What follows belongs to an exercise in optimizing a design on an open flow for small area and a short achievable clock period; a production flow would make more cautious choices.
Only simulation tests tie the RTL to the original design; equivalence was not proved.
Power and IR drop assume default switching activity.

File: flow/config.mk
export PLATFORM = sky130hd
export DESIGN_NAME = alu_unit
export DESIGN_NICKNAME = alu_unit
export VERILOG_FILES = /design/flow/design.v
export SDC_FILE = /design/flow/constraint.sdc
export NUM_CORES = 4
export LEC_CHECK = 0
export CAP_MARGIN = 20
export CORE_MARGIN = 2
export CORE_UTILIZATION = 40
export SLEW_MARGIN = 20
File: flow/constraint.sdc
create_clock -name core_clock -period 100.0 [get_ports {clk}]
set_input_delay 20.0000 -clock core_clock [delete_from_list [all_inputs] [get_ports {clk}]]
set_output_delay 20.0000 -clock core_clock [all_outputs]
set_load 0.01 [all_outputs]
File: flow/design.v
package alu_pkg;
  localparam int unsigned DATA_W  = 32;
  localparam int unsigned CTRL_W  = 4;
  localparam int unsigned SHAMT_W = 5;
  localparam logic [CTRL_W-1:0] ALU_ADDU = 4'b0000;
  localparam logic [CTRL_W-1:0] ALU_ADD  = 4'b0001;
  localparam logic [CTRL_W-1:0] ALU_AND  = 4'b0010;
  localparam logic [CTRL_W-1:0] ALU_OR   = 4'b0011;
  localparam logic [CTRL_W-1:0] ALU_NOR  = 4'b0101;
  localparam logic [CTRL_W-1:0] ALU_XOR  = 4'b0110;
  localparam logic [CTRL_W-1:0] ALU_SUBU = 4'b1000;
  localparam logic [CTRL_W-1:0] ALU_SUB  = 4'b1001;
  localparam logic [CTRL_W-1:0] ALU_SLTU = 4'b1010;
  localparam logic [CTRL_W-1:0] ALU_SLT  = 4'b1011;
  localparam logic [CTRL_W-1:0] ALU_SLL  = 4'b1100;
  localparam logic [CTRL_W-1:0] ALU_SRL  = 4'b1101;
  localparam logic [CTRL_W-1:0] ALU_SRA  = 4'b1110;
endpackage
module alu_core
(
  input  logic [31:0] rs,
  input  logic [31:0] rt,
  input  logic [3:0]  ctrl,
  input  logic [4:0]  sa,
  output logic [31:0] rd,
  output logic        ovf
);
  logic        sub;
  logic [31:0] bt;
  logic [32:0] s;
  logic        ovf_c;
  logic [31:0] x, y;
  logic        fill;
  logic        left;
  logic [63:0] sh;
  always_comb begin
    sub   = ctrl[3];
    bt    = sub ? ~rt : rt;
    s     = {1'b0, rs} + {1'b0, bt} + {32'd0, sub};
    ovf_c = (rs[31] == bt[31]) && (s[31] != rs[31]);
    left  = (ctrl == alu_pkg::ALU_SLL);
    fill  = (ctrl == alu_pkg::ALU_SRA) & rt[31];
    for (int i = 0; i < 32; i++) x[i] = left ? rt[31-i] : rt[i];
    sh    = {{32{fill}}, x} >> sa;
    for (int i = 0; i < 32; i++) y[i] = left ? sh[31-i] : sh[i];
    rd  = '0;
    ovf = 1'b0;
    case (ctrl)
      alu_pkg::ALU_ADDU: rd = s[31:0];
      alu_pkg::ALU_ADD: begin
        rd  = s[31:0];
        ovf = ovf_c;
      end
      alu_pkg::ALU_AND:  rd = rs & rt;
      alu_pkg::ALU_OR:   rd = rs | rt;
      alu_pkg::ALU_NOR:  rd = ~(rs | rt);
      alu_pkg::ALU_XOR:  rd = rs ^ rt;
      alu_pkg::ALU_SUBU: rd = s[31:0];
      alu_pkg::ALU_SUB: begin
        rd  = s[31:0];
        ovf = ovf_c;
      end
      alu_pkg::ALU_SLTU: rd = {31'd0, ~s[32]};
      alu_pkg::ALU_SLT:  rd = {31'd0, s[31] ^ ovf_c};
      alu_pkg::ALU_SLL:  rd = y;
      alu_pkg::ALU_SRL:  rd = y;
      alu_pkg::ALU_SRA:  rd = y;
      default: begin
        rd  = '0;
        ovf = 1'b0;
      end
    endcase
  end
endmodule
module alu_unit
#(
  parameter int unsigned WIDTH = 32
) (
  input  logic               clk,
  input  logic               rst_n,
  input  logic               in_valid,
  input  logic [WIDTH-1:0]   rs,
  input  logic [WIDTH-1:0]   rt,
  input  logic [alu_pkg::CTRL_W-1:0]  ctrl,
  input  logic [alu_pkg::SHAMT_W-1:0] sa,
  input  logic               div_signed,
  output logic               out_valid,
  output logic [WIDTH-1:0]   rd,
  output logic               overflow,
  output logic [WIDTH-1:0]   quotient,
  output logic [WIDTH-1:0]   remainder
);
  logic        s0_v;
  logic [31:0] s0_rs, s0_rt;
  logic [3:0]  s0_ctrl;
  logic [4:0]  s0_sa;
  logic        s0_ds;
  always_ff @(posedge clk) begin
    s0_v    <= rst_n & in_valid;
    s0_rs   <= rs;
    s0_rt   <= rt;
    s0_ctrl <= ctrl;
    s0_sa   <= sa;
    s0_ds   <= div_signed;
  end
  logic [31:0] alu_rd_c;
  logic        alu_ovf_c;
  alu_core u_alu (.rs(s0_rs), .rt(s0_rt), .ctrl(s0_ctrl), .sa(s0_sa),
                  .rd(alu_rd_c), .ovf(alu_ovf_c));
  logic        neg_a, neg_b;
  logic [31:0] mag_a, mag_b;
  always_comb begin
    neg_a = s0_ds & s0_rs[31];
    neg_b = s0_ds & s0_rt[31];
    mag_a = neg_a ? (32'(0) - s0_rs) : s0_rs;
    mag_b = neg_b ? (32'(0) - s0_rt) : s0_rt;
  end
  logic [31:0] s1_bc;
  assign s1_bc = mag_b;
  logic s1_hz1;
  assign s1_hz1 = ~|s1_bc[31:1];
  logic s1_hz2;
  assign s1_hz2 = ~|s1_bc[31:2];
  logic s1_hz3;
  assign s1_hz3 = ~|s1_bc[31:3];
  logic s1_hz4;
  assign s1_hz4 = ~|s1_bc[31:4];
  logic s1_hz5;
  assign s1_hz5 = ~|s1_bc[31:5];
  logic s1_hz6;
  assign s1_hz6 = ~|s1_bc[31:6];
  logic s1_hz7;
  assign s1_hz7 = ~|s1_bc[31:7];
  logic s1_hz8;
  assign s1_hz8 = ~|s1_bc[31:8];
  logic s1_hz9;
  assign s1_hz9 = ~|s1_bc[31:9];
  logic [31:0] s1_aq0;
  assign s1_aq0 = mag_a;
  logic [0:0] s1_r1;
  assign s1_r1 = s1_aq0[31];
  logic [1:0] s1_d1;
  assign s1_d1 = {1'b0, s1_r1} - {1'b0, s1_bc[0:0]};
  logic s1_ge1;
  assign s1_ge1 = s1_hz1 & ~s1_d1[1];
  logic [0:0] s1_n1;
  assign s1_n1 = s1_ge1 ? s1_d1[0:0] : s1_r1;
  logic [31:0] s1_aq1;
  assign s1_aq1 = {s1_aq0[30:0], s1_ge1};
  logic [1:0] s1_r2;
  assign s1_r2 = {s1_n1, s1_aq1[31]};
  logic [2:0] s1_d2;
  assign s1_d2 = {1'b0, s1_r2} - {1'b0, s1_bc[1:0]};
  logic s1_ge2;
  assign s1_ge2 = s1_hz2 & ~s1_d2[2];
  logic [1:0] s1_n2;
  assign s1_n2 = s1_ge2 ? s1_d2[1:0] : s1_r2;
  logic [31:0] s1_aq2;
  assign s1_aq2 = {s1_aq1[30:0], s1_ge2};
  logic [2:0] s1_r3;
  assign s1_r3 = {s1_n2, s1_aq2[31]};
  logic [3:0] s1_d3;
  assign s1_d3 = {1'b0, s1_r3} - {1'b0, s1_bc[2:0]};
  logic s1_ge3;
  assign s1_ge3 = s1_hz3 & ~s1_d3[3];
  logic [2:0] s1_n3;
  assign s1_n3 = s1_ge3 ? s1_d3[2:0] : s1_r3;
  logic [31:0] s1_aq3;
  assign s1_aq3 = {s1_aq2[30:0], s1_ge3};
  logic [3:0] s1_r4;
  assign s1_r4 = {s1_n3, s1_aq3[31]};
  logic [4:0] s1_d4;
  assign s1_d4 = {1'b0, s1_r4} - {1'b0, s1_bc[3:0]};
  logic s1_ge4;
  assign s1_ge4 = s1_hz4 & ~s1_d4[4];
  logic [3:0] s1_n4;
  assign s1_n4 = s1_ge4 ? s1_d4[3:0] : s1_r4;
  logic [31:0] s1_aq4;
  assign s1_aq4 = {s1_aq3[30:0], s1_ge4};
  logic [4:0] s1_r5;
  assign s1_r5 = {s1_n4, s1_aq4[31]};
  logic [5:0] s1_d5;
  assign s1_d5 = {1'b0, s1_r5} - {1'b0, s1_bc[4:0]};
  logic s1_ge5;
  assign s1_ge5 = s1_hz5 & ~s1_d5[5];
  logic [4:0] s1_n5;
  assign s1_n5 = s1_ge5 ? s1_d5[4:0] : s1_r5;
  logic [31:0] s1_aq5;
  assign s1_aq5 = {s1_aq4[30:0], s1_ge5};
  logic [5:0] s1_r6;
  assign s1_r6 = {s1_n5, s1_aq5[31]};
  logic [6:0] s1_d6;
  assign s1_d6 = {1'b0, s1_r6} - {1'b0, s1_bc[5:0]};
  logic s1_ge6;
  assign s1_ge6 = s1_hz6 & ~s1_d6[6];
  logic [5:0] s1_n6;
  assign s1_n6 = s1_ge6 ? s1_d6[5:0] : s1_r6;
  logic [31:0] s1_aq6;
  assign s1_aq6 = {s1_aq5[30:0], s1_ge6};
  logic [6:0] s1_r7;
  assign s1_r7 = {s1_n6, s1_aq6[31]};
  logic [7:0] s1_d7;
  assign s1_d7 = {1'b0, s1_r7} - {1'b0, s1_bc[6:0]};
  logic s1_ge7;
  assign s1_ge7 = s1_hz7 & ~s1_d7[7];
  logic [6:0] s1_n7;
  assign s1_n7 = s1_ge7 ? s1_d7[6:0] : s1_r7;
  logic [31:0] s1_aq7;
  assign s1_aq7 = {s1_aq6[30:0], s1_ge7};
  logic [7:0] s1_r8;
  assign s1_r8 = {s1_n7, s1_aq7[31]};
  logic [8:0] s1_d8;
  assign s1_d8 = {1'b0, s1_r8} - {1'b0, s1_bc[7:0]};
  logic s1_ge8;
  assign s1_ge8 = s1_hz8 & ~s1_d8[8];
  logic [7:0] s1_n8;
  assign s1_n8 = s1_ge8 ? s1_d8[7:0] : s1_r8;
  logic [31:0] s1_aq8;
  assign s1_aq8 = {s1_aq7[30:0], s1_ge8};
  logic [8:0] s1_r9;
  assign s1_r9 = {s1_n8, s1_aq8[31]};
  logic [9:0] s1_d9;
  assign s1_d9 = {1'b0, s1_r9} - {1'b0, s1_bc[8:0]};
  logic s1_ge9;
  assign s1_ge9 = s1_hz9 & ~s1_d9[9];
  logic [8:0] s1_n9;
  assign s1_n9 = s1_ge9 ? s1_d9[8:0] : s1_r9;
  logic [31:0] s1_aq9;
  assign s1_aq9 = {s1_aq8[30:0], s1_ge9};
  logic        s1_v, s1_ovf, s1_nq, s1_nr;
  logic [31:0] s1_rd, s1_b, s1_aq;
  logic [8:0] s1_rem;
  always_ff @(posedge clk) begin
    s1_v   <= rst_n & s0_v;
    s1_rd  <= alu_rd_c;
    s1_ovf <= alu_ovf_c;
    s1_b   <= s1_bc;
    s1_nq  <= (neg_a ^ neg_b) & (s0_rt != '0);
    s1_nr  <= neg_a;
    s1_aq  <= s1_aq9;
    s1_rem <= s1_n9;
  end
  logic [31:0] s2_bc;
  assign s2_bc = s1_b;
  logic s2_hz10;
  assign s2_hz10 = ~|s2_bc[31:10];
  logic s2_hz11;
  assign s2_hz11 = ~|s2_bc[31:11];
  logic s2_hz12;
  assign s2_hz12 = ~|s2_bc[31:12];
  logic s2_hz13;
  assign s2_hz13 = ~|s2_bc[31:13];
  logic s2_hz14;
  assign s2_hz14 = ~|s2_bc[31:14];
  logic s2_hz15;
  assign s2_hz15 = ~|s2_bc[31:15];
  logic [31:0] s2_aq0;
  assign s2_aq0 = s1_aq;
  logic [9:0] s2_r10;
  assign s2_r10 = {s1_rem, s2_aq0[31]};
  logic [10:0] s2_d10;
  assign s2_d10 = {1'b0, s2_r10} - {1'b0, s2_bc[9:0]};
  logic s2_ge10;
  assign s2_ge10 = s2_hz10 & ~s2_d10[10];
  logic [9:0] s2_n10;
  assign s2_n10 = s2_ge10 ? s2_d10[9:0] : s2_r10;
  logic [31:0] s2_aq1;
  assign s2_aq1 = {s2_aq0[30:0], s2_ge10};
  logic [10:0] s2_r11;
  assign s2_r11 = {s2_n10, s2_aq1[31]};
  logic [11:0] s2_d11;
  assign s2_d11 = {1'b0, s2_r11} - {1'b0, s2_bc[10:0]};
  logic s2_ge11;
  assign s2_ge11 = s2_hz11 & ~s2_d11[11];
  logic [10:0] s2_n11;
  assign s2_n11 = s2_ge11 ? s2_d11[10:0] : s2_r11;
  logic [31:0] s2_aq2;
  assign s2_aq2 = {s2_aq1[30:0], s2_ge11};
  logic [11:0] s2_r12;
  assign s2_r12 = {s2_n11, s2_aq2[31]};
  logic [12:0] s2_d12;
  assign s2_d12 = {1'b0, s2_r12} - {1'b0, s2_bc[11:0]};
  logic s2_ge12;
  assign s2_ge12 = s2_hz12 & ~s2_d12[12];
  logic [11:0] s2_n12;
  assign s2_n12 = s2_ge12 ? s2_d12[11:0] : s2_r12;
  logic [31:0] s2_aq3;
  assign s2_aq3 = {s2_aq2[30:0], s2_ge12};
  logic [12:0] s2_r13;
  assign s2_r13 = {s2_n12, s2_aq3[31]};
  logic [13:0] s2_d13;
  assign s2_d13 = {1'b0, s2_r13} - {1'b0, s2_bc[12:0]};
  logic s2_ge13;
  assign s2_ge13 = s2_hz13 & ~s2_d13[13];
  logic [12:0] s2_n13;
  assign s2_n13 = s2_ge13 ? s2_d13[12:0] : s2_r13;
  logic [31:0] s2_aq4;
  assign s2_aq4 = {s2_aq3[30:0], s2_ge13};
  logic [13:0] s2_r14;
  assign s2_r14 = {s2_n13, s2_aq4[31]};
  logic [14:0] s2_d14;
  assign s2_d14 = {1'b0, s2_r14} - {1'b0, s2_bc[13:0]};
  logic s2_ge14;
  assign s2_ge14 = s2_hz14 & ~s2_d14[14];
  logic [13:0] s2_n14;
  assign s2_n14 = s2_ge14 ? s2_d14[13:0] : s2_r14;
  logic [31:0] s2_aq5;
  assign s2_aq5 = {s2_aq4[30:0], s2_ge14};
  logic [14:0] s2_r15;
  assign s2_r15 = {s2_n14, s2_aq5[31]};
  logic [15:0] s2_d15;
  assign s2_d15 = {1'b0, s2_r15} - {1'b0, s2_bc[14:0]};
  logic s2_ge15;
  assign s2_ge15 = s2_hz15 & ~s2_d15[15];
  logic [14:0] s2_n15;
  assign s2_n15 = s2_ge15 ? s2_d15[14:0] : s2_r15;
  logic [31:0] s2_aq6;
  assign s2_aq6 = {s2_aq5[30:0], s2_ge15};
  logic        s2_v, s2_ovf, s2_nq, s2_nr;
  logic [31:0] s2_rd, s2_b, s2_aq;
  logic [14:0] s2_rem;
  always_ff @(posedge clk) begin
    s2_v   <= rst_n & s1_v;
    s2_rd  <= s1_rd;
    s2_ovf <= s1_ovf;
    s2_b   <= s2_bc;
    s2_nq  <= s1_nq;
    s2_nr  <= s1_nr;
    s2_aq  <= s2_aq6;
    s2_rem <= s2_n15;
  end
  logic [31:0] s3_bc;
  assign s3_bc = s2_b;
  logic s3_hz16;
  assign s3_hz16 = ~|s3_bc[31:16];
  logic s3_hz17;
  assign s3_hz17 = ~|s3_bc[31:17];
  logic s3_hz18;
  assign s3_hz18 = ~|s3_bc[31:18];
  logic s3_hz19;
  assign s3_hz19 = ~|s3_bc[31:19];
  logic s3_hz20;
  assign s3_hz20 = ~|s3_bc[31:20];
  logic s3_hz21;
  assign s3_hz21 = ~|s3_bc[31:21];
  logic [31:0] s3_aq0;
  assign s3_aq0 = s2_aq;
  logic [15:0] s3_r16;
  assign s3_r16 = {s2_rem, s3_aq0[31]};
  logic [16:0] s3_d16;
  assign s3_d16 = {1'b0, s3_r16} - {1'b0, s3_bc[15:0]};
  logic s3_ge16;
  assign s3_ge16 = s3_hz16 & ~s3_d16[16];
  logic [15:0] s3_n16;
  assign s3_n16 = s3_ge16 ? s3_d16[15:0] : s3_r16;
  logic [31:0] s3_aq1;
  assign s3_aq1 = {s3_aq0[30:0], s3_ge16};
  logic [16:0] s3_r17;
  assign s3_r17 = {s3_n16, s3_aq1[31]};
  logic [17:0] s3_d17;
  assign s3_d17 = {1'b0, s3_r17} - {1'b0, s3_bc[16:0]};
  logic s3_ge17;
  assign s3_ge17 = s3_hz17 & ~s3_d17[17];
  logic [16:0] s3_n17;
  assign s3_n17 = s3_ge17 ? s3_d17[16:0] : s3_r17;
  logic [31:0] s3_aq2;
  assign s3_aq2 = {s3_aq1[30:0], s3_ge17};
  logic [17:0] s3_r18;
  assign s3_r18 = {s3_n17, s3_aq2[31]};
  logic [18:0] s3_d18;
  assign s3_d18 = {1'b0, s3_r18} - {1'b0, s3_bc[17:0]};
  logic s3_ge18;
  assign s3_ge18 = s3_hz18 & ~s3_d18[18];
  logic [17:0] s3_n18;
  assign s3_n18 = s3_ge18 ? s3_d18[17:0] : s3_r18;
  logic [31:0] s3_aq3;
  assign s3_aq3 = {s3_aq2[30:0], s3_ge18};
  logic [18:0] s3_r19;
  assign s3_r19 = {s3_n18, s3_aq3[31]};
  logic [19:0] s3_d19;
  assign s3_d19 = {1'b0, s3_r19} - {1'b0, s3_bc[18:0]};
  logic s3_ge19;
  assign s3_ge19 = s3_hz19 & ~s3_d19[19];
  logic [18:0] s3_n19;
  assign s3_n19 = s3_ge19 ? s3_d19[18:0] : s3_r19;
  logic [31:0] s3_aq4;
  assign s3_aq4 = {s3_aq3[30:0], s3_ge19};
  logic [19:0] s3_r20;
  assign s3_r20 = {s3_n19, s3_aq4[31]};
  logic [20:0] s3_d20;
  assign s3_d20 = {1'b0, s3_r20} - {1'b0, s3_bc[19:0]};
  logic s3_ge20;
  assign s3_ge20 = s3_hz20 & ~s3_d20[20];
  logic [19:0] s3_n20;
  assign s3_n20 = s3_ge20 ? s3_d20[19:0] : s3_r20;
  logic [31:0] s3_aq5;
  assign s3_aq5 = {s3_aq4[30:0], s3_ge20};
  logic [20:0] s3_r21;
  assign s3_r21 = {s3_n20, s3_aq5[31]};
  logic [21:0] s3_d21;
  assign s3_d21 = {1'b0, s3_r21} - {1'b0, s3_bc[20:0]};
  logic s3_ge21;
  assign s3_ge21 = s3_hz21 & ~s3_d21[21];
  logic [20:0] s3_n21;
  assign s3_n21 = s3_ge21 ? s3_d21[20:0] : s3_r21;
  logic [31:0] s3_aq6;
  assign s3_aq6 = {s3_aq5[30:0], s3_ge21};
  logic        s3_v, s3_ovf, s3_nq, s3_nr;
  logic [31:0] s3_rd, s3_b, s3_aq;
  logic [20:0] s3_rem;
  always_ff @(posedge clk) begin
    s3_v   <= rst_n & s2_v;
    s3_rd  <= s2_rd;
    s3_ovf <= s2_ovf;
    s3_b   <= s3_bc;
    s3_nq  <= s2_nq;
    s3_nr  <= s2_nr;
    s3_aq  <= s3_aq6;
    s3_rem <= s3_n21;
  end
  logic [31:0] s4_bc;
  assign s4_bc = s3_b;
  logic s4_hz22;
  assign s4_hz22 = ~|s4_bc[31:22];
  logic s4_hz23;
  assign s4_hz23 = ~|s4_bc[31:23];
  logic s4_hz24;
  assign s4_hz24 = ~|s4_bc[31:24];
  logic s4_hz25;
  assign s4_hz25 = ~|s4_bc[31:25];
  logic s4_hz26;
  assign s4_hz26 = ~|s4_bc[31:26];
  logic s4_hz27;
  assign s4_hz27 = ~|s4_bc[31:27];
  logic [31:0] s4_aq0;
  assign s4_aq0 = s3_aq;
  logic [21:0] s4_r22;
  assign s4_r22 = {s3_rem, s4_aq0[31]};
  logic [22:0] s4_d22;
  assign s4_d22 = {1'b0, s4_r22} - {1'b0, s4_bc[21:0]};
  logic s4_ge22;
  assign s4_ge22 = s4_hz22 & ~s4_d22[22];
  logic [21:0] s4_n22;
  assign s4_n22 = s4_ge22 ? s4_d22[21:0] : s4_r22;
  logic [31:0] s4_aq1;
  assign s4_aq1 = {s4_aq0[30:0], s4_ge22};
  logic [22:0] s4_r23;
  assign s4_r23 = {s4_n22, s4_aq1[31]};
  logic [23:0] s4_d23;
  assign s4_d23 = {1'b0, s4_r23} - {1'b0, s4_bc[22:0]};
  logic s4_ge23;
  assign s4_ge23 = s4_hz23 & ~s4_d23[23];
  logic [22:0] s4_n23;
  assign s4_n23 = s4_ge23 ? s4_d23[22:0] : s4_r23;
  logic [31:0] s4_aq2;
  assign s4_aq2 = {s4_aq1[30:0], s4_ge23};
  logic [23:0] s4_r24;
  assign s4_r24 = {s4_n23, s4_aq2[31]};
  logic [24:0] s4_d24;
  assign s4_d24 = {1'b0, s4_r24} - {1'b0, s4_bc[23:0]};
  logic s4_ge24;
  assign s4_ge24 = s4_hz24 & ~s4_d24[24];
  logic [23:0] s4_n24;
  assign s4_n24 = s4_ge24 ? s4_d24[23:0] : s4_r24;
  logic [31:0] s4_aq3;
  assign s4_aq3 = {s4_aq2[30:0], s4_ge24};
  logic [24:0] s4_r25;
  assign s4_r25 = {s4_n24, s4_aq3[31]};
  logic [25:0] s4_d25;
  assign s4_d25 = {1'b0, s4_r25} - {1'b0, s4_bc[24:0]};
  logic s4_ge25;
  assign s4_ge25 = s4_hz25 & ~s4_d25[25];
  logic [24:0] s4_n25;
  assign s4_n25 = s4_ge25 ? s4_d25[24:0] : s4_r25;
  logic [31:0] s4_aq4;
  assign s4_aq4 = {s4_aq3[30:0], s4_ge25};
  logic [25:0] s4_r26;
  assign s4_r26 = {s4_n25, s4_aq4[31]};
  logic [26:0] s4_d26;
  assign s4_d26 = {1'b0, s4_r26} - {1'b0, s4_bc[25:0]};
  logic s4_ge26;
  assign s4_ge26 = s4_hz26 & ~s4_d26[26];
  logic [25:0] s4_n26;
  assign s4_n26 = s4_ge26 ? s4_d26[25:0] : s4_r26;
  logic [31:0] s4_aq5;
  assign s4_aq5 = {s4_aq4[30:0], s4_ge26};
  logic [26:0] s4_r27;
  assign s4_r27 = {s4_n26, s4_aq5[31]};
  logic [27:0] s4_d27;
  assign s4_d27 = {1'b0, s4_r27} - {1'b0, s4_bc[26:0]};
  logic s4_ge27;
  assign s4_ge27 = s4_hz27 & ~s4_d27[27];
  logic [26:0] s4_n27;
  assign s4_n27 = s4_ge27 ? s4_d27[26:0] : s4_r27;
  logic [31:0] s4_aq6;
  assign s4_aq6 = {s4_aq5[30:0], s4_ge27};
  logic        s4_v, s4_ovf, s4_nq, s4_nr;
  logic [31:0] s4_rd, s4_b, s4_aq;
  logic [26:0] s4_rem;
  always_ff @(posedge clk) begin
    s4_v   <= rst_n & s3_v;
    s4_rd  <= s3_rd;
    s4_ovf <= s3_ovf;
    s4_b   <= s4_bc;
    s4_nq  <= s3_nq;
    s4_nr  <= s3_nr;
    s4_aq  <= s4_aq6;
    s4_rem <= s4_n27;
  end
  logic [31:0] s5_bc;
  assign s5_bc = s4_b;
  logic s5_hz28;
  assign s5_hz28 = ~|s5_bc[31:28];
  logic s5_hz29;
  assign s5_hz29 = ~|s5_bc[31:29];
  logic s5_hz30;
  assign s5_hz30 = ~|s5_bc[31:30];
  logic s5_hz31;
  assign s5_hz31 = ~|s5_bc[31:31];
  logic [31:0] s5_aq0;
  assign s5_aq0 = s4_aq;
  logic [27:0] s5_r28;
  assign s5_r28 = {s4_rem, s5_aq0[31]};
  logic [28:0] s5_d28;
  assign s5_d28 = {1'b0, s5_r28} - {1'b0, s5_bc[27:0]};
  logic s5_ge28;
  assign s5_ge28 = s5_hz28 & ~s5_d28[28];
  logic [27:0] s5_n28;
  assign s5_n28 = s5_ge28 ? s5_d28[27:0] : s5_r28;
  logic [31:0] s5_aq1;
  assign s5_aq1 = {s5_aq0[30:0], s5_ge28};
  logic [28:0] s5_r29;
  assign s5_r29 = {s5_n28, s5_aq1[31]};
  logic [29:0] s5_d29;
  assign s5_d29 = {1'b0, s5_r29} - {1'b0, s5_bc[28:0]};
  logic s5_ge29;
  assign s5_ge29 = s5_hz29 & ~s5_d29[29];
  logic [28:0] s5_n29;
  assign s5_n29 = s5_ge29 ? s5_d29[28:0] : s5_r29;
  logic [31:0] s5_aq2;
  assign s5_aq2 = {s5_aq1[30:0], s5_ge29};
  logic [29:0] s5_r30;
  assign s5_r30 = {s5_n29, s5_aq2[31]};
  logic [30:0] s5_d30;
  assign s5_d30 = {1'b0, s5_r30} - {1'b0, s5_bc[29:0]};
  logic s5_ge30;
  assign s5_ge30 = s5_hz30 & ~s5_d30[30];
  logic [29:0] s5_n30;
  assign s5_n30 = s5_ge30 ? s5_d30[29:0] : s5_r30;
  logic [31:0] s5_aq3;
  assign s5_aq3 = {s5_aq2[30:0], s5_ge30};
  logic [30:0] s5_r31;
  assign s5_r31 = {s5_n30, s5_aq3[31]};
  logic [31:0] s5_d31;
  assign s5_d31 = {1'b0, s5_r31} - {1'b0, s5_bc[30:0]};
  logic s5_ge31;
  assign s5_ge31 = s5_hz31 & ~s5_d31[31];
  logic [30:0] s5_n31;
  assign s5_n31 = s5_ge31 ? s5_d31[30:0] : s5_r31;
  logic [31:0] s5_aq4;
  assign s5_aq4 = {s5_aq3[30:0], s5_ge31};
  logic [31:0] s5_r32;
  assign s5_r32 = {s5_n31, s5_aq4[31]};
  logic [32:0] s5_d32;
  assign s5_d32 = {1'b0, s5_r32} - {1'b0, s5_bc[31:0]};
  logic s5_ge32;
  assign s5_ge32 = ~s5_d32[32];
  logic [31:0] s5_n32;
  assign s5_n32 = s5_ge32 ? s5_d32[31:0] : s5_r32;
  logic [31:0] s5_aq5;
  assign s5_aq5 = {s5_aq4[30:0], s5_ge32};
  logic [31:0] q_fix, r_fix;
  assign q_fix = s4_nq ? (32'(0) - s5_aq5) : s5_aq5;
  assign r_fix = s4_nr ? (32'(0) - s5_n32) : s5_n32;
  logic        out_valid_q, overflow_q;
  logic [31:0] rd_q, quotient_q, remainder_q;
  always_ff @(posedge clk) begin
    if (!rst_n) begin
      out_valid_q <= 1'b0;
      rd_q        <= '0;
      overflow_q  <= 1'b0;
      quotient_q  <= '0;
      remainder_q <= '0;
    end else begin
      out_valid_q <= s4_v;
      if (s4_v) begin
        rd_q        <= s4_rd;
        overflow_q  <= s4_ovf;
        quotient_q  <= q_fix;
        remainder_q <= r_fix;
      end
    end
  end
  assign out_valid = out_valid_q;
  assign rd        = rd_q;
  assign overflow  = overflow_q;
  assign quotient  = quotient_q;
  assign remainder = remainder_q;
endmodule
File: flow/run.sh
#!/bin/bash
# synth_recipe.tcl (not shown) runs the flow's synth.tcl, then flattens the netlist and writes it again
# the make line also repeats each setting of config.mk as NAME=value (left out here)
make -C /OpenROAD-flow-scripts/flow DESIGN_CONFIG=/design/flow/config.mk WORK_HOME=/design/flow/orfs CLKGATE_MAP_FILE= SYNTH_SCRIPT=/design/flow/synth_recipe.tcl finish
==> flow_metrics.py <==
metrics = {
    "synthesis": {
        "yosys_register_bits": 645,
        "syn_avg_cell_area_um2": 8.19,
        "yosysSeqAreaShare_pct": 23.9,
        "synth_edf_count": 0,
        "ys.flop_type": "dfxtp_1",
        "synth_top_area_share_pct": 23.9,
        "synth_area_leaders": "dfxtp_1, ha_1, xnor2_1, a21oi_1, mux2_2",
        "ys_warn_count": 2,
        "synth_fp_nets": 7344,
        "syn-instance-count": 6609,
        "synthArstFlopShare_pct": 0,
        "yosysUniqueCellTypes": 93,
        "synth_top_area_cell": "dfxtp_1",
        "syn-cell-area_um2": 54100,
    },
    "setup_path": {
        "critPathTopFamily": "compound AO/OA/AOI/OAI gates",
        "regToRegSetupSlack_ns": 74.23,
        "crit_top_cell": "o21ai_0",
        "path_buf_inv": 9,
        "crit_fanout": 27,
        "required_ns": 100.52,
        "critical_path.max_stage_delay_ns": 0.94,
        "cp_slowest_cell": "clkinv_1",
        "crit_type": "flop to flop",
        "critPathCaptureType": "flop",
        "cp_data_arrival_time_ns": 26.29,
        "cp-start-kind": "flop",
    },
    "sta": {
        "min_period_ns": 25.77,
        "maxSlewViolCount": 0,
        "rsz0062_at_grt": "false",
        "setup_tns_ns": 0,
        "fin_skew_ns": 0.0393,
        "relSlewSlack_pct": 22.4,
        "max_clock_freq_ghz": 0.0388,
        "worstMarginPinSlew_ns": 1.15,
        "hold_viol_final": 0,
        "min_period_over_period_pct": 25.8,
        "setup_viol": 0,
    },
    "clock_tree": {
        "cts.sinks": 645,
        "cts_max_level": 3,
        "cts.repair.resized": 0,
        "holdBufCountCts": 0,
        "cts_tree": "built",
        "numCtsBuffers": 69,
        "insertion_delay_ns": 0.69,
        "cts_max_path_buffers": 3,
        "root_buffer": "clkbuf_16",
        "post_cts_buffers": 0,
        "path_clk_slew_ns": 0.06,
    },
    "global_route": {
        "grt_use_met3_pct": 3.38,
        "met1_usage_pct": 32.6,
        "busiest_layer": "met2",
        "antenna_found_initial": 7,
        "grt-ovfl-total": 0,
        "grt_pass1_vias": 46400,
        "grt_max_degree": 87,
        "grt_pass1_wl_um": 261000,
        "use_met2_pct": 38.1,
        "grt_use_total_pct": 23.8,
    },
    "die": {
        "die_w_um": 372,
        "coreArea_um2": 134000,
        "fp.dieH_um": 372,
        "die-area_um2": 138000,
        "io_pins": 175,
        "rows": 134,
        "start_util_pct": 40.4,
    },
    "power": {
        "power_density_nw_per_um2": 20.3,
        "vdd_drop_max_uv": 15.8,
        "leakage_nw": 26.0,
    },
    "status": {
        "status": "no timing/DRC/antenna violations",
    },
    "final_layout": {
        "fin_nets": 7447,
        "final_util_pct": 45.0,
        "fillers": 13100,
        "synthToLayoutAreaGrowth_pct": 11.4,
        "drive_gt1_share_pct": 7.40,
    },
    "route": {
        "wirelength_um": 169000,
        "firstDrtPassIters": 5,
        "wl_per_cell_um": 19.8,
        "route.detailed.drc": 0,
        "initialDrtViolationCount": 3575,
        "vias": 48800,
        "viasPerCell": 5.71,
        "antenna_left": 0,
    },
    "worst_hold_path": {
        "min_path_type": "flop to flop",
    },
    "flow_run": {
        "drv_cap": 0,
    },
    "placement": {
        "routabilityCongestion": 0.949,
        "dp_hpwl_um": 136000,
        "io_buffers": 174,
    },
}
cell families after synthesis:
| group | after synthesis | synth area share (%) |
|---|---|---|
| mux | 428 | 8.59 |
| simple gates | 1744 | 15.6 |
| flops | 645 | 23.9 |
| compound gates | 1952 | 23.4 |
| xor+xnor | 513 | 8.30 |
| fa+ha+maj | 658 | 15.7 |
| buf+inv | 669 | 4.68 |
power breakdown:
part	internal (mW)	total (mW)	switching, mW
Clock	0.155	0.271	0.115
Combinational	0.265	0.654	0.389
Sequential	0.280	0.298	0.0183
Total	0.700	1.22	0.523
cell usage after synthesis (all sizes together), types with 124 or more instances:
cell type,n
inv,451
mux2i,211
ha,626
a21oi,505
nand3,139
nand2,419
o21ai,442
nor2,507
nor3,137
a21o,170
clkbuf,181
o21a,124
dfxtp,645
xnor2,315
mux2,209
xor2,198
layout make-up:
type	count	area [um2]	share of cell area (%)
clock inverters	33	480	0.797
flip-flops and latches	645	12900	21.4
inverters	457	1720	2.84
repair buffers	244	2270	3.76
clock buffers	92	1930	3.21
diodes	1	2.50	0.00415
well taps	1768	2210	3.67
multi-input cells	5295	38800	64.3
worst paths after layout:
kind                  from         end  cells after the start
setup / recovery   s3_b[1]  s4_rem[24]                     79
hold / removal    s1_aq[9]   s2_aq[15]                      0
setup reg to reg   s3_b[1]  s4_rem[24]                     79
hold reg to reg   s1_aq[9]   s2_aq[15]                      0
placed cells by master (no fill, tap or decap), types with 22 or more instances in the layout:
cell             netlist  routed
clkdlybuf4s50_1        0     174
o21bai_1              47      47
o31ai_1               54      52
nor2_1               507     506
buf_4                  0      70
o221ai_1              30      30
nand2b_1              98      98
nor3_1               137     135
inv_1                450     450
nor2b_1               75      75
or4_1                 26      26
ha_1                 626     626
and3_1                63      63
a211o_1               22      22
o21ai_0              433     433
mux2i_1              211     211
a21oi_1              504     501
dfxtp_1              645     641
a31oi_1               81      80
nor4_1                32      31
o2111ai_1             22      22
nand2_1              419     419
and2_1                51      51
xor2_1               198     198
a211oi_1             101     101
xnor2_1              315     315
clkbuf_16              0      69
or3_1                 70      70
o21a_1               124     124
o211ai_1              78      78
fa_1                  32      32
nand4_1               41      41
o41ai_1               22      22
nand3_1              139     137
mux2_2               208     208
a21boi_0              32      32
a31o_2                25      25
a221oi_1              38      38
a21o_1               170     170
or2_2                 36      36
metrics by stage:
stage	instances	hold slack [ns]	cell area (um2)	worst slack [ns]	power, mW
after floorplan	6609	0.310	54100	78.95	0.794
after global placement	8409	0.310	57900	75.28	0.939
after detailed placement	8409	0.312	57900	74.75	0.947
after CTS	8534	0.323	60300	74.52	1.22
after global routing	8534	0.328	60300	72.08	1.32
final	8535	0.321	60300	74.23	1.22
per-layer routing:
| layer | vias up | share of wire, % |
|---|---|---|
| li1 | 24300 | - |
| met1 | 23000 | 47 |
| met2 | 1262 | 44 |
| met3 | 254 | 5.8 |
| met4 | 2 | 3.4 |
| met5 | - | 0.0077 |

## re-timing with driven ports
No port has a modelled driver above. Below, the same layout with a new extraction and two added sets of constraints.
Step 1 sets driving cells, clkbuf_16 on the clock port and buf_2 on the other inputs (assumed; they add their load-dependent delay and slew).
Step 2, shift: input delay + t, output delay - t, t = (earliest + latest rising clock arrival at the registers) / 2. This alone moves slack from input paths to output paths.
a / b / c = ideal / step 1 / step 2; a / b = the first two.
shift t [ns]: 0.739
setup WS [ns]: 74.225 / 74.225 / 74.225
latest minus earliest clock arrival (ns): 0.045 / 0.046
worst data-port slew with drivers (ns): 0.07
pins driven straight from the clock port: 1
After both steps this run still meets setup and hold. For this run, drivers alone change the setup slack by 0.000 ns; drivers and shift together by 0.000 ns.
